Context: an optimization exercise on an open-source flow, tuned for small area, a short achievable clock period and few clock cycles. The choices shown serve that exercise and are no tape-out recipe. Power figures rest on the tool's default switching activity, not on a simulated workload.

==> flow/design.v <==
package eed_pkg;
  localparam int MAX_LEN = 64;
  localparam int LEN_W   = $clog2(MAX_LEN + 1);
  localparam int OUT_W   = 7;
  localparam int CHAR_W  = 8;
  localparam int FUNC_W  = 2;
  localparam logic [LEN_W-1:0] MAX_CNT = LEN_W'(MAX_LEN);
  localparam logic [FUNC_W-1:0] FN_REF    = 2'd0;
  localparam logic [FUNC_W-1:0] FN_TYPED  = 2'd1;
  localparam logic [FUNC_W-1:0] FN_FINISH = 2'd2;
endpackage
import eed_pkg::*;
module edit_distance_engine_unit (
  input  logic              clk,
  input  logic              rst,
  input  logic              in_valid,
  output logic              in_ready,
  input  logic [FUNC_W-1:0] in_func,
  input  logic [CHAR_W-1:0] in_char_code,
  output logic              out_valid,
  input  logic              out_ready,
  output logic [OUT_W-1:0]  out_distance,
  output logic [OUT_W-1:0]  out_ref_length,
  output logic [OUT_W-1:0]  out_typed_length,
  output logic              out_error
);
  localparam int N   = MAX_LEN;
  localparam int NS  = 4;             
  localparam int SW  = N / NS;        
  localparam int L   = NS;            
  localparam int R_W = 2 * LEN_W + 1;
  localparam int Q_W = R_W + LEN_W;
  logic             rdy;
  logic             acc;
  logic [LEN_W-1:0] ref_count;
  logic [LEN_W-1:0] typed_count;
  logic             error_flag;
  logic             ref_ok, typ_ok, fin_in, err_in;
  assign in_ready = rdy;
  assign acc      = in_valid && rdy;
  assign ref_ok   = acc && (in_func == FN_REF) && (typed_count == '0) && (ref_count != MAX_CNT);
  assign typ_ok   = acc && (in_func == FN_TYPED) && (typed_count != MAX_CNT);
  assign fin_in   = acc && (in_func == FN_FINISH);
  assign err_in   = acc && ((in_func == FN_REF && !ref_ok) || (in_func == FN_TYPED && !typ_ok));
  always_ff @(posedge clk) begin
    if (rst) begin
      ref_count   <= '0;
      typed_count <= '0;
      error_flag  <= 1'b0;
    end else if (fin_in) begin
      ref_count   <= '0;
      typed_count <= '0;
      error_flag  <= 1'b0;
    end else begin
      if (ref_ok) ref_count <= ref_count + LEN_W'(1);
      if (typ_ok) typed_count <= typed_count + LEN_W'(1);
      if (err_in) error_flag <= 1'b1;
    end
  end
  logic [L:1]          ws, ts, fs, es, ks;
  logic [L:1][NS-1:0]  sh;
  logic [NS-1:0]       sh_in;
  logic [2:0][CHAR_W-1:0] cs;       
  logic [2:1][CHAR_W-1:0] cs_r;
  always_comb begin
    for (int q = 0; q < NS; q++) begin
      sh_in[q] = (ref_count >= LEN_W'((NS - 1 - q) * SW));
    end
  end
  always_ff @(posedge clk) begin
    if (rst) begin
      ws <= '0;
      ts <= '0;
      fs <= '0;
      es <= '0;
    end else begin
      ws <= {ws[L-1:1], ref_ok};
      ts <= {ts[L-1:1], typ_ok};
      fs <= {fs[L-1:1], fin_in};
      es <= {es[L-1:1], err_in};
    end
  end
  always_ff @(posedge clk) begin
    ks <= {ks[L-1:1], rst};
    sh <= {sh[L-1:1], sh_in};
    cs_r <= cs[1:0];
  end
  assign cs = {cs_r, in_char_code};
  logic [N-1:0][CHAR_W-1:0] ref_ch;
  always_ff @(posedge clk) begin
    if (ref_ok) begin
      ref_ch <= {in_char_code, ref_ch[N-1:1]};
    end
  end
  logic [NS:0] cy_r, ph_r, mh_r;    
  assign cy_r[0] = 1'b0;
  assign ph_r[0] = 1'b1;
  assign mh_r[0] = 1'b0;
  for (genvar q = 0; q < NS; q++) begin : g_slice
    localparam int ES = (q < 2) ? q : 2;    
    logic [SW-1:0] eq, pv, mv;
    logic [SW-1:0] eq_c;
    logic [SW-1:0] xv, xh, ph, mh, phs, mhs, pv_n, mv_n;
    always_comb begin
      for (int i = 0; i < SW; i++) begin
        eq_c[i] = (ref_ch[q * SW + i] == cs[ES]);
      end
    end
    if (q <= 2) begin : g_eq
      always_ff @(posedge clk) eq <= eq_c;
    end else begin : g_eqd
      localparam int DD = q - 1;
      logic [SW-1:0] eqd [DD];
      always_ff @(posedge clk) begin
        eqd[0] <= eq_c;
        for (int d = 1; d < DD; d++) eqd[d] <= eqd[d-1];
      end
      assign eq = eqd[DD-1];
    end
    localparam int LG = $clog2(SW);
    logic [(LG+1)*SW-1:0] gg, pp;
    logic [SW:0]         cy;
    always_comb begin
      gg[SW-1:0] = eq & pv;
      pp[SW-1:0] = pv;
      for (int l = 0; l < LG; l++) begin
        for (int i = 0; i < SW; i++) begin
          if (i >= (1 << l)) begin
            gg[(l+1)*SW + i] = gg[l*SW + i] | (pp[l*SW + i] & gg[l*SW + i - (1 << l)]);
            pp[(l+1)*SW + i] = pp[l*SW + i] & pp[l*SW + i - (1 << l)];
          end else begin
            gg[(l+1)*SW + i] = gg[l*SW + i];
            pp[(l+1)*SW + i] = pp[l*SW + i];
          end
        end
      end
      cy[0] = cy_r[q];
      for (int i = 0; i < SW; i++) begin
        cy[i+1] = gg[LG*SW + i] | (pp[LG*SW + i] & cy_r[q]);
      end
      xv   = eq | mv;
      xh   = cy[SW-1:0] | eq;
      ph   = mv | ~(xh | pv);
      mh   = pv & xh;
      phs  = {ph[SW-2:0], ph_r[q]};
      mhs  = {mh[SW-2:0], mh_r[q]};
      pv_n = mhs | ~(xv | phs);
      mv_n = phs & xv;
    end
    always_ff @(posedge clk) begin
      if (fs[1 + q] || ks[1 + q]) begin
        pv <= '0;
        mv <= '1;
      end else if (ts[1 + q]) begin
        pv <= pv_n;
        mv <= mv_n;
      end else if (ws[1 + q]) begin
        pv <= {sh[1 + q][q], pv[SW-1:1]};
        mv <= {!sh[1 + q][q], mv[SW-1:1]};
      end
    end
    always_ff @(posedge clk) begin
      cy_r[q + 1] <= cy[SW];
      ph_r[q + 1] <= ts[1 + q] && ph[SW-1];
      mh_r[q + 1] <= ts[1 + q] && mh[SW-1];
    end
  end
  logic [LEN_W-1:0] ref_len, typed_len;
  logic             err_len;
  always_ff @(posedge clk) begin
    if (fs[L] || ks[L]) begin
      ref_len   <= '0;
      typed_len <= '0;
      err_len   <= 1'b0;
    end else begin
      if (ws[L]) ref_len <= ref_len + LEN_W'(1);
      if (ts[L]) typed_len <= typed_len + LEN_W'(1);
      if (es[L]) err_len <= 1'b1;
    end
  end
  logic [LEN_W-1:0] score;
  logic [LEN_W-1:0] score_n;
  always_comb begin
    score_n = score;
    if (ph_r[NS] || ws[L]) score_n = score + LEN_W'(1);
    else if (mh_r[NS])     score_n = score - LEN_W'(1);
  end
  always_ff @(posedge clk) begin
    if (fs[L] || ks[L]) begin
      score <= '0;
    end else begin
      score <= score_n;
    end
  end
  logic             res_valid, hold_valid;
  logic [Q_W-1:0]   res_d, hold_d, new_d;
  logic             push, pop;
  logic             res_valid_n, hold_valid_n;
  assign push  = fs[L];
  assign new_d = {score_n, ref_len, typed_len, err_len};
  assign pop   = res_valid && out_ready;
  always_comb begin
    res_valid_n  = res_valid;
    hold_valid_n = hold_valid;
    if (pop || !res_valid) begin
      if (hold_valid) begin
        res_valid_n  = 1'b1;
        hold_valid_n = push;
      end else begin
        res_valid_n  = push;
      end
    end else if (push) begin
      hold_valid_n = 1'b1;
    end
  end
  always_ff @(posedge clk) begin
    if (rst) begin
      res_valid  <= 1'b0;
      hold_valid <= 1'b0;
    end else begin
      res_valid  <= res_valid_n;
      hold_valid <= hold_valid_n;
    end
  end
  logic res_keep, res_from_hold, res_from_new;
  assign res_from_hold = (pop || !res_valid) && hold_valid;
  assign res_from_new  = (pop || !res_valid) && !hold_valid && push;
  assign res_keep      = !res_from_hold && !res_from_new;
  always_ff @(posedge clk) begin
    res_d <= ({Q_W{res_keep}} & res_d) | ({Q_W{res_from_hold}} & hold_d)
           | ({Q_W{res_from_new}} & new_d);
  end
  always_ff @(posedge clk) begin
    if (push && (hold_valid || (res_valid && !pop))) begin
      hold_d <= new_d;
    end
  end
  logic [L+1:0] held_n;
  logic         held_none, held_one;
  assign held_n = {fs[L-1:1], res_valid_n, hold_valid_n};
  always_comb begin
    held_none = (held_n == '0);
    held_one  = held_none;
    for (int s = 0; s < L + 1; s++) begin
      if (held_n == (L+2)'(1) << s) held_one = 1'b1;
    end
  end
  always_ff @(posedge clk) begin
    if (rst) begin
      rdy <= 1'b1;
    end else begin
      rdy <= fin_in ? held_none : held_one;
    end
  end
  assign out_valid        = res_valid;
  assign out_distance     = res_d[Q_W-1 -: LEN_W];
  assign out_ref_length   = res_d[R_W-1 -: LEN_W];
  assign out_typed_length = res_d[LEN_W:1];
  assign out_error        = res_d[0];
endmodule
export LEC_CHECK = 0
export ABC_CLOCK_PERIOD_IN_PS = 2000
export CAP_MARGIN = 20
export CORE_MARGIN = 2
export CORE_UTILIZATION = 65
export CTS_BUF_LIST = sky130_fd_sc_hd__clkbuf_16
export CTS_CLUSTER_DIAMETER = 120
export CTS_CLUSTER_SIZE = 30
export SETUP_SLACK_MARGIN = 3.8
export SLEW_MARGIN = 20
create_clock -name core_clock -period 6.0 [get_ports {clk}]
run.sh (not shown) runs the stock make flow with config.mk's settings and CLKGATE_MAP_FILE= SYNTH_SCRIPT=/design/flow/synth_recipe.tcl, a recipe that flattens the netlist after the stock synthesis.
The starting point ran to the end with no violations.
Change:
--- a/flow/design.v
+++ b/flow/design.v
@@ -27,7 +27,7 @@
   localparam int N   = MAX_LEN;
   localparam int NS  = 4;             
   localparam int SW  = N / NS;        
-  localparam int L   = NS;            
+  localparam int L   = NS + 1;        
   localparam int R_W = 2 * LEN_W + 1;
   localparam int Q_W = R_W + LEN_W;
   logic             rdy;
@@ -60,8 +60,7 @@
   logic [L:1]          ws, ts, fs, es, ks;
   logic [L:1][NS-1:0]  sh;
   logic [NS-1:0]       sh_in;
-  logic [2:0][CHAR_W-1:0] cs;       
-  logic [2:1][CHAR_W-1:0] cs_r;
+  logic [3:1][CHAR_W-1:0] cs;
   always_comb begin
     for (int q = 0; q < NS; q++) begin
       sh_in[q] = (ref_count >= LEN_W'((NS - 1 - q) * SW));
@@ -83,13 +82,12 @@
   always_ff @(posedge clk) begin
     ks <= {ks[L-1:1], rst};
     sh <= {sh[L-1:1], sh_in};
-    cs_r <= cs[1:0];
-  end
-  assign cs = {cs_r, in_char_code};
+    cs <= {cs[2:1], in_char_code};
+  end
   logic [N-1:0][CHAR_W-1:0] ref_ch;
   always_ff @(posedge clk) begin
-    if (ref_ok) begin
-      ref_ch <= {in_char_code, ref_ch[N-1:1]};
+    if (ws[1]) begin
+      ref_ch <= {cs[1], ref_ch[N-1:1]};
     end
   end
   logic [NS:0] cy_r, ph_r, mh_r;    
@@ -103,7 +101,7 @@
     logic [SW-1:0] xv, xh, ph, mh, phs, mhs, pv_n, mv_n;
     always_comb begin
       for (int i = 0; i < SW; i++) begin
-        eq_c[i] = (ref_ch[q * SW + i] == cs[ES]);
+        eq_c[i] = (ref_ch[q * SW + i] == cs[1 + ES]);
       end
     end
     if (q <= 2) begin : g_eq
@@ -125,9 +123,9 @@
       pp[SW-1:0] = pv;
       for (int l = 0; l < LG; l++) begin
         for (int i = 0; i < SW; i++) begin
-          if (i >= (1 << l)) begin
-            gg[(l+1)*SW + i] = gg[l*SW + i] | (pp[l*SW + i] & gg[l*SW + i - (1 << l)]);
-            pp[(l+1)*SW + i] = pp[l*SW + i] & pp[l*SW + i - (1 << l)];
+          if (((i >> l) & 1) == 1) begin
+            gg[(l+1)*SW + i] = gg[l*SW + i] | (pp[l*SW + i] & gg[l*SW + ((i >> l) << l) - 1]);
+            pp[(l+1)*SW + i] = pp[l*SW + i] & pp[l*SW + ((i >> l) << l) - 1];
           end else begin
             gg[(l+1)*SW + i] = gg[l*SW + i];
             pp[(l+1)*SW + i] = pp[l*SW + i];
@@ -148,21 +146,21 @@
       mv_n = phs & xv;
     end
     always_ff @(posedge clk) begin
-      if (fs[1 + q] || ks[1 + q]) begin
+      if (fs[2 + q] || ks[2 + q]) begin
         pv <= '0;
         mv <= '1;
-      end else if (ts[1 + q]) begin
+      end else if (ts[2 + q]) begin
         pv <= pv_n;
         mv <= mv_n;
-      end else if (ws[1 + q]) begin
-        pv <= {sh[1 + q][q], pv[SW-1:1]};
-        mv <= {!sh[1 + q][q], mv[SW-1:1]};
+      end else if (ws[2 + q]) begin
+        pv <= {sh[2 + q][q], pv[SW-1:1]};
+        mv <= {!sh[2 + q][q], mv[SW-1:1]};
       end
     end
     always_ff @(posedge clk) begin
       cy_r[q + 1] <= cy[SW];
-      ph_r[q + 1] <= ts[1 + q] && ph[SW-1];
-      mh_r[q + 1] <= ts[1 + q] && mh[SW-1];
+      ph_r[q + 1] <= ts[2 + q] && ph[SW-1];
+      mh_r[q + 1] <= ts[2 + q] && mh[SW-1];
     end
   end
   logic [LEN_W-1:0] ref_len, typed_len;
Effect: Maximum frequency increases by 14%. Final area decreases by 8.2%. Power decreases by 3.5%. Wire length decreases by 16%. Via count decreases by 7.7%. Combinational power decreases by 46%. Global-route usage decreases by 4.4 points. Utilization decreases by 6.1 points. Worst setup slack improves by 0.30 ns. Die area decreases by 0.58%. Sequential power barely changes. Synthesized area decreases by 0.59%. Sequential cell count increases by 16.
No functional check of the RTL was part of any run of this note.

==> port drivers added, routing unchanged <==
No port has a modelled driver above. Below, the same layouts with a new extraction and two added sets of constraints.
Step 1 assumes that a clkbuf_16 drives the clock port and a buf_2 every other input.
Step 2 also shifts input and output timing later by t, the mid clock arrival at the registers, as if the neighbouring blocks saw the same clock.
a / b / c = no drivers / after step 1 / after step 2; a / b = the first two.
run	t, ns	setup WS [ns]	clock arrival spread, ns	slew at the worst register clock pin (ns)	worst slew at a driven data input, ns
the first run	0.657	3.444 / 3.472 / 2.815	0.044 / 0.044	0.12 / 0.12	0.04
the second run	0.632	3.749 / 3.694 / 3.140	0.040 / 0.040	0.12 / 0.12	0.04
After both steps every run listed still meets setup and hold. For the first run, which loses most, drivers alone change the setup slack by +0.028 ns; drivers and shift together by -0.629 ns.
